Context: an optimization exercise on an open-source flow, tuned for a short achievable clock period and few clock cycles. The choices shown serve that exercise and are no tape-out recipe. In this exercise RTL edits were held to simulation tests only and were not proved equivalent to the original. Power and IR drop assume default switching activity.

Design processor, start of the top module:
module processor (
    input  logic           clock,
    input  logic           reset,
    output cpu_pkg::word_t address_imem,
    input  cpu_pkg::word_t q_imem,
    output cpu_pkg::word_t address_dmem,
    output cpu_pkg::word_t data,
    output logic           wren,
    input  cpu_pkg::word_t q_dmem,
    output logic             ctrl_writeEnable,
    output cpu_pkg::reg_idx_t ctrl_writeReg,
    output cpu_pkg::reg_idx_t ctrl_readRegA,
    output cpu_pkg::reg_idx_t ctrl_readRegB,
    output cpu_pkg::word_t    data_writeReg,
    input  cpu_pkg::word_t    data_readRegA,
    input  cpu_pkg::word_t    data_readRegB
);
For scale: ~4200 cells after synthesis, ~300 flip-flops, about 280 I/O pins.
export LEC_CHECK = 0
export ABC_CLOCK_PERIOD_IN_PS = 2500
export CAP_MARGIN = 20
export CORE_MARGIN = 2
export CORE_UTILIZATION = 40
export SETUP_SLACK_MARGIN = 2.5
export SLEW_MARGIN = 20
create_clock -name core_clock -period 5.5 [get_ports {clock}]
run.sh (not shown) runs the stock make flow with config.mk's settings and CLKGATE_MAP_FILE= SYNTH_SCRIPT=/design/flow/synth_recipe.tcl, a recipe that flattens the netlist after the stock synthesis.
Testbench counts at the start, summed over its fixed seeds: cycles 27,913.
Then changed:
--- a/flow/design.v
+++ b/flow/design.v
@@ -91,21 +91,15 @@
     logic pred;
     assign pred        = imm[31] || is_bne;
     logic        fuse_ok, fused_taken;
     assign fuse_ok     = e_wev && e_addi && !e_fa &&
                          ((rs == 5'd0 && rd == e_dest) || (rd == 5'd0 && rs == e_dest)) &&
                          (is_bne || (is_blt && e_dec));
     assign fused_taken = is_bne ? e_nz : ((rd == 5'd0) ? e_pos : e_neg);
-    logic fd_ne, fd_lt, k_ne, k_lt, k_other;
-    assign fd_ne   = (data_readRegA != data_readRegB);
-    assign fd_lt   = ($signed(data_readRegB) < $signed(data_readRegA));
-    assign k_ne    = is_bne && !rd_q && fd_resolved;
-    assign k_lt    = is_blt && !rd_q && fd_resolved;
-    assign k_other = is_br && !rd_q && !fd_resolved && (fuse_ok ? fused_taken : pred);
-    assign take_br = (k_ne && fd_ne) || (k_lt && fd_lt) || k_other;
+    assign take_br     = is_br && !rd_q && (fd_resolved ? fd_taken : (fuse_ok ? fused_taken : pred));
     assign stall = (is_mem && (eha || wfa)) || (is_shift && eha) || (rd_q && is_br);
     assign kill  = stall;
     logic [31:0] nbr_next;
     always_comb begin
         if (is_j || is_jal) begin
             nbr_next = {5'b0, ins[26:0]};
         end else if (stall) begin
- non-clock buffer count drops by 117
- clock-buffer cell count rose by 9
- first-iteration DRC count shrinks by about a fifth
- hold slack got worse by 0.025 ns
- setup slack is worse by 0.34 ns
- sequential power is lower slightly
- synthesized cell count goes down slightly
- power shrinks by a few percent
- clock power went down by a few percent
Testbench counts after the change, summed over its fixed seeds: cycles 27,913.

The RTL this note starts from:
==> flow/design.v <==
package cpu_pkg;
    typedef logic [31:0] word_t;
    typedef logic [4:0]  reg_idx_t;
endpackage
`timescale 1ns/1ns
module processor (
    input  logic           clock,
    input  logic           reset,
    output cpu_pkg::word_t address_imem,
    input  cpu_pkg::word_t q_imem,
    output cpu_pkg::word_t address_dmem,
    output cpu_pkg::word_t data,
    output logic           wren,
    input  cpu_pkg::word_t q_dmem,
    output logic             ctrl_writeEnable,
    output cpu_pkg::reg_idx_t ctrl_writeReg,
    output cpu_pkg::reg_idx_t ctrl_readRegA,
    output cpu_pkg::reg_idx_t ctrl_readRegB,
    output cpu_pkg::word_t    data_writeReg,
    input  cpu_pkg::word_t    data_readRegA,
    input  cpu_pkg::word_t    data_readRegB
);
    logic [31:0] pc, pc_q, alt_q;
    logic        rd_q;
    assign pc = rd_q ? alt_q : pc_q;
    logic        e_we;
    logic        e_wev, e_stv, e_brv;
    logic [4:0]  e_dest;
    logic        e_st, e_br, e_bne, e_pred, e_addi, e_dec, e_nz, e_pos, e_neg;
    logic        e_rld, e_rand, e_ror, e_rsll, e_rsra;
    logic [4:0]  e_sh;
    logic [31:0] e_a, e_b, e_addr, e_alt;
    logic        e_fa;
    logic        e_rsum, e_cin;
    logic        w_we;
    logic [4:0]  w_dest;
    logic [31:0] w_res;
    logic [31:0] sum, other, res;
    logic [31:0] ins;
    logic [4:0]  op, rd, rs, rt, rb;
    logic        is_r, is_addi, is_lw, is_sw, is_bne, is_blt, is_j, is_jal, is_br, is_mem;
    logic [31:0] imm;
    assign ins     = q_imem;
    assign op      = ins[31:27];
    assign rd      = ins[26:22];
    assign rs      = ins[21:17];
    assign rt      = ins[16:12];
    assign imm     = {{15{ins[16]}}, ins[16:0]};
    assign is_r    = (op == 5'b00000);
    assign is_addi = (op == 5'b00101);
    assign is_lw   = (op == 5'b01000);
    assign is_sw   = (op == 5'b00111);
    assign is_bne  = (op == 5'b00010);
    assign is_blt  = (op == 5'b00110);
    assign is_j    = (op == 5'b00001);
    assign is_jal  = (op == 5'b00011);
    assign is_br   = is_bne | is_blt;
    assign is_mem  = is_lw | is_sw;
    assign rb      = ins[28] ? rd : rt;
    assign address_imem  = pc;
    assign ctrl_readRegA = rs;
    assign ctrl_readRegB = rb;
    logic        fd_we;
    logic [4:0]  fd_dest;
    assign fd_we   = ((is_r | is_addi | is_lw) && rd != 5'd0) || is_jal;
    assign fd_dest = is_jal ? 5'd31 : rd;
    logic        wfa, wfb, wf_rt, wf_rd, eha, ehb, eh_rt, eh_rd;
    logic [31:0] ra, rbv;
    assign wfa   = w_we && (w_dest == rs);
    assign wf_rt = w_we && (w_dest == rt);
    assign wf_rd = w_we && (w_dest == rd);
    assign wfb   = ins[28] ? wf_rd : wf_rt;
    assign ra    = wfa ? w_res : data_readRegA;
    assign rbv   = wfb ? w_res : data_readRegB;
    assign eha   = e_wev && (e_dest == rs);
    assign eh_rt = e_wev && (e_dest == rt);
    assign eh_rd = e_wev && (e_dest == rd);
    assign ehb   = ins[28] ? eh_rd : eh_rt;
    logic [31:0] pc1, br_target, fd_next, pc_next;
    logic        fd_resolved, fd_taken, take_br, stall, mispredict, kill;
    logic [31:0] alt1_q, pcq1;
    logic [32:0] bt_q, bt_alt;
    assign pcq1      = pc_q + 32'd1;
    assign pc1       = ({32{rd_q}} & alt1_q) | ({32{!rd_q}} & pcq1);
    assign bt_q      = {pc_q, 1'b1} + {imm, 1'b1};
    assign bt_alt    = {alt_q, 1'b1} + {imm, 1'b1};
    assign br_target = ({32{rd_q}} & bt_alt[32:1]) | ({32{!rd_q}} & bt_q[32:1]);
    assign fd_resolved = !(eha || eh_rd || wfa || wf_rd);
    assign fd_taken    = is_bne ? (data_readRegA != data_readRegB)
                                : ($signed(data_readRegB) < $signed(data_readRegA));
    logic pred;
    assign pred        = imm[31] || is_bne;
    logic        fuse_ok, fused_taken;
    assign fuse_ok     = e_wev && e_addi && !e_fa &&
                         ((rs == 5'd0 && rd == e_dest) || (rd == 5'd0 && rs == e_dest)) &&
                         (is_bne || (is_blt && e_dec));
    assign fused_taken = is_bne ? e_nz : ((rd == 5'd0) ? e_pos : e_neg);
    assign take_br     = is_br && (fd_resolved ? fd_taken : (fuse_ok ? fused_taken : pred));
    assign stall = is_mem && eha;
    assign kill  = stall;
    logic [31:0] nbr_next;
    always_comb begin
        if (is_j || is_jal) begin
            nbr_next = {5'b0, ins[26:0]};
        end else if (stall) begin
            nbr_next = pc;
        end else begin
            nbr_next = pc1;
        end
    end
    assign fd_next = ({32{take_br}} & br_target) | ({32{!take_br}} & nbr_next);
    assign pc_next = fd_next;
    logic [31:0] addr_rf, addr_w;
    assign addr_rf = data_readRegA + imm;
    assign addr_w  = w_res + imm;
    logic [4:0] fn;
    logic       fn_add, fn_sub, fn_and, fn_or, fn_sll, fn_sra;
    assign fn     = ins[6:2];
    assign fn_add = is_r && fn == 5'd0;
    assign fn_sub = is_r && fn == 5'd1;
    assign fn_and = is_r && fn == 5'd2;
    assign fn_or  = is_r && fn == 5'd3;
    assign fn_sll = is_r && fn == 5'd4;
    assign fn_sra = is_r && fn == 5'd5;
    logic fa_d, fb_d;
    assign fa_d = eha && !is_jal;
    assign fb_d = ehb && !is_addi && !is_jal;
    logic nz_rf, nz_w, pos_rf, pos_w, neg_rf, neg_w;
    assign nz_rf  = ((data_readRegA ^ imm) != {data_readRegA[30:0] | imm[30:0], 1'b0});
    assign nz_w   = ((w_res ^ imm) != {w_res[30:0] | imm[30:0], 1'b0});
    assign pos_rf = (!data_readRegA[31] && |data_readRegA[30:1]) || (data_readRegA[31] && ~|data_readRegA[30:0]);
    assign pos_w  = (!w_res[31] && |w_res[30:1]) || (w_res[31] && ~|w_res[30:0]);
    assign neg_rf = (data_readRegA[31] && |data_readRegA[30:0]) || ~|data_readRegA;
    assign neg_w  = (w_res[31] && |w_res[30:0]) || ~|w_res;
    always_ff @(posedge clock) begin
        if (reset) begin
            rd_q   <= 1'b1;
            e_we   <= 1'b0;
            e_st   <= 1'b0;
            e_br   <= 1'b0;
            e_addr <= '0;
        end else begin
            rd_q   <= mispredict;
            e_we   <= fd_we && !kill;
            e_st   <= is_sw && !kill;
            e_br   <= is_br && !fd_resolved && !fuse_ok && !kill;
            e_addr <= ({32{wfa}} & addr_w) | ({32{!wfa}} & addr_rf);
        end
    end
    always_ff @(posedge clock) begin
        pc_q   <= pc_next;
        alt_q  <= reset ? 32'd0 : e_alt;
        alt1_q <= reset ? 32'd1 : e_alt + 32'd1;
        e_dest <= fd_dest;
        e_bne  <= is_bne;
        e_pred <= pred;
        e_addi <= is_addi;
        e_dec  <= (ins[16:0] == 17'h1ffff);
        e_nz   <= wfa ? nz_w : nz_rf;
        e_pos  <= wfa ? pos_w : pos_rf;
        e_neg  <= wfa ? neg_w : neg_rf;
        e_rsum <= fn_add || fn_sub || is_addi || is_jal;
        e_cin  <= fn_sub;
        e_rld  <= is_lw;
        e_rand <= fn_and;
        e_ror  <= fn_or;
        e_rsll <= fn_sll;
        e_rsra <= fn_sra;
        e_sh   <= ins[11:7];
        e_a    <= fa_d ? res : (is_jal ? pc1 : ra);
        e_b    <= fb_d ? (fn_sub ? ~res : res) : (is_addi ? imm : (is_jal ? 32'd0 : (fn_sub ? ~rbv : rbv)));
        e_alt  <= pred ? pc1 : br_target;
        e_fa   <= fa_d;
    end
    logic [32:0] x;
    logic        taken_e, ne, lt;
    assign x   = {e_a, 1'b1} + {e_b, e_cin};
    assign sum = x[32:1];
    always_comb begin
        other = 32'd0;
        if (e_rld)  other = other | q_dmem;
        if (e_rand) other = other | (e_a & e_b);
        if (e_ror)  other = other | (e_a | e_b);
        if (e_rsll) other = other | (e_a << e_sh);
        if (e_rsra) other = other | 32'($signed(e_a) >>> e_sh);
    end
    assign res = ({32{e_rsum}} & sum) | other;
    assign ne = (e_a != e_b);
    assign lt = ($signed(e_b) < $signed(e_a));
    assign taken_e    = e_bne ? ne : lt;
    assign e_wev      = e_we && !rd_q;
    assign e_stv      = e_st && !rd_q;
    assign e_brv      = e_br && !rd_q;
    assign mispredict = e_brv && (taken_e != e_pred);
    assign address_dmem = e_addr;
    assign data         = e_b;
    assign wren         = e_stv;
    always_ff @(posedge clock) begin
        if (reset) begin
            w_we <= 1'b0;
        end else begin
            w_we <= e_wev;
        end
    end
    always_ff @(posedge clock) begin
        w_dest <= e_dest;
        w_res  <= res;
    end
    assign ctrl_writeEnable = w_we;
    assign ctrl_writeReg    = w_dest;
    assign data_writeReg    = w_res;
endmodule
clock: 5.5 ns
lec_check: 0
abc_clock_period_in_ps: 2500
cap_margin: 20
core_margin: 2
core_utilization: 40
setup_slack_margin: 2.5
slew_margin: 20
Testbench counts at the start, summed over its fixed seeds: cycles 27,767.
Then changed:
--- a/flow/design.v
+++ b/flow/design.v
@@ -27,11 +27,11 @@
     logic        e_wev, e_stv, e_brv;
     logic [4:0]  e_dest;
     logic        e_st, e_br, e_bne, e_pred, e_addi, e_dec, e_nz, e_pos, e_neg;
     logic        e_rld, e_rand, e_ror, e_rsll, e_rsra;
     logic [4:0]  e_sh;
-    logic [31:0] e_a, e_b, e_addr, e_alt;
+    logic [31:0] e_a, e_b, e_addr, e_pc1, e_imm;
     logic        e_fa;
     logic        e_rsum, e_cin;
     logic        w_we;
     logic [4:0]  w_dest;
     logic [31:0] w_res;
@@ -94,11 +94,11 @@
     assign fuse_ok     = e_wev && e_addi && !e_fa &&
                          ((rs == 5'd0 && rd == e_dest) || (rd == 5'd0 && rs == e_dest)) &&
                          (is_bne || (is_blt && e_dec));
     assign fused_taken = is_bne ? e_nz : ((rd == 5'd0) ? e_pos : e_neg);
     assign take_br     = is_br && (fd_resolved ? fd_taken : (fuse_ok ? fused_taken : pred));
-    assign stall = is_mem && eha;
+    assign stall = is_mem && (eha || wfa);
     assign kill  = stall;
     logic [31:0] nbr_next;
     always_comb begin
         if (is_j || is_jal) begin
             nbr_next = {5'b0, ins[26:0]};
@@ -108,13 +108,12 @@
             nbr_next = pc1;
         end
     end
     assign fd_next = ({32{take_br}} & br_target) | ({32{!take_br}} & nbr_next);
     assign pc_next = fd_next;
-    logic [31:0] addr_rf, addr_w;
+    logic [31:0] addr_rf;
     assign addr_rf = data_readRegA + imm;
-    assign addr_w  = w_res + imm;
     logic [4:0] fn;
     logic       fn_add, fn_sub, fn_and, fn_or, fn_sll, fn_sra;
     assign fn     = ins[6:2];
     assign fn_add = is_r && fn == 5'd0;
     assign fn_sub = is_r && fn == 5'd1;
@@ -136,23 +135,22 @@
         if (reset) begin
             rd_q   <= 1'b1;
             e_we   <= 1'b0;
             e_st   <= 1'b0;
             e_br   <= 1'b0;
-            e_addr <= '0;
         end else begin
             rd_q   <= mispredict;
             e_we   <= fd_we && !kill;
             e_st   <= is_sw && !kill;
             e_br   <= is_br && !fd_resolved && !fuse_ok && !kill;
-            e_addr <= ({32{wfa}} & addr_w) | ({32{!wfa}} & addr_rf);
         end
     end
     always_ff @(posedge clock) begin
         pc_q   <= pc_next;
+        e_addr <= addr_rf;
         alt_q  <= reset ? 32'd0 : e_alt;
-        alt1_q <= reset ? 32'd1 : e_alt + 32'd1;
+        alt1_q <= reset ? 32'd1 : e_alt1;
         e_dest <= fd_dest;
         e_bne  <= is_bne;
         e_pred <= pred;
         e_addi <= is_addi;
         e_dec  <= (ins[16:0] == 17'h1ffff);
@@ -165,13 +163,17 @@
         e_rand <= fn_and;
         e_ror  <= fn_or;
         e_rsll <= fn_sll;
         e_rsra <= fn_sra;
         e_sh   <= ins[11:7];
-        e_a    <= fa_d ? res : (is_jal ? pc1 : ra);
-        e_b    <= fb_d ? (fn_sub ? ~res : res) : (is_addi ? imm : (is_jal ? 32'd0 : (fn_sub ? ~rbv : rbv)));
-        e_alt  <= pred ? pc1 : br_target;
+        e_a    <= ({32{fa_d && e_rsum}} & sum) | ({32{fa_d && !e_rsum}} & other) |
+                  ({32{!fa_d}} & (is_jal ? pc1 : ra));
+        e_b    <= ({32{fb_d && e_rsum}} & (sum ^ {32{fn_sub}})) |
+                  ({32{fb_d && !e_rsum}} & (other ^ {32{fn_sub}})) |
+                  ({32{!fb_d}} & (is_addi ? imm : (is_jal ? 32'd0 : (fn_sub ? ~rbv : rbv))));
+        e_pc1  <= pc1;
+        e_imm  <= imm;
         e_fa   <= fa_d;
     end
     logic [32:0] x;
     logic        taken_e, ne, lt;
     assign x   = {e_a, 1'b1} + {e_b, e_cin};
@@ -190,10 +192,17 @@
     assign taken_e    = e_bne ? ne : lt;
     assign e_wev      = e_we && !rd_q;
     assign e_stv      = e_st && !rd_q;
     assign e_brv      = e_br && !rd_q;
     assign mispredict = e_brv && (taken_e != e_pred);
+    logic [31:0] e_alt, e_alt1, e_pc2;
+    logic [32:0] e_bt, e_bt1;
+    assign e_pc2  = e_pc1 + 32'd1;
+    assign e_bt   = {1'b0, e_pc1} + {1'b0, e_imm};
+    assign e_bt1  = {e_pc1, 1'b1} + {e_imm, 1'b1};
+    assign e_alt  = e_pred ? e_pc1 : e_bt[31:0];
+    assign e_alt1 = e_pred ? e_pc2 : e_bt1[32:1];
     assign address_dmem = e_addr;
     assign data         = e_b;
     assign wren         = e_stv;
     always_ff @(posedge clock) begin
         if (reset) begin
Clock power climbs by 11%.
Fmax shrinks by about 4.5%.
Die area came out higher by 6.0%.
Register-to-register slack loses 0.31 ns.
Final cell count rose by 7.2%.
Global-route usage grows by 1.9 points.
Final area grows by 6.7%.
Testbench counts after the change, summed over its fixed seeds: cycles 27,830.

-- port drivers added, routing unchanged --
No port has a modelled driver above. Below, the same layouts with a new extraction and two added sets of constraints. Step 1 assumes that a clkbuf_16 drives the clock port and a buf_2 every other input. Step 2 also shifts input and output timing later by t, the mid clock arrival at the registers, as if the neighbouring blocks saw the same clock. a / b / c = no drivers / after step 1 / after step 2; a / b = the first two.
run	t, ns	setup slack, ns	clock arrival spread, ns
the first run of note 1	0.648	2.168 / 1.981 / 1.333	0.018 / 0.018
the second run of note 1	0.663	1.832 / 1.821 / 1.159	0.035 / 0.035
the first run of note 2	0.637	2.083 / 2.089 / 1.452	0.047 / 0.047
the second run of note 2	0.646	1.922 / 1.922 / 1.349	0.049 / 0.050
After both steps setup and hold are still met in every run listed. The setup slack of the first run of note 1, which loses most, moves by -0.187 ns with the drivers and by -0.835 ns with both steps.
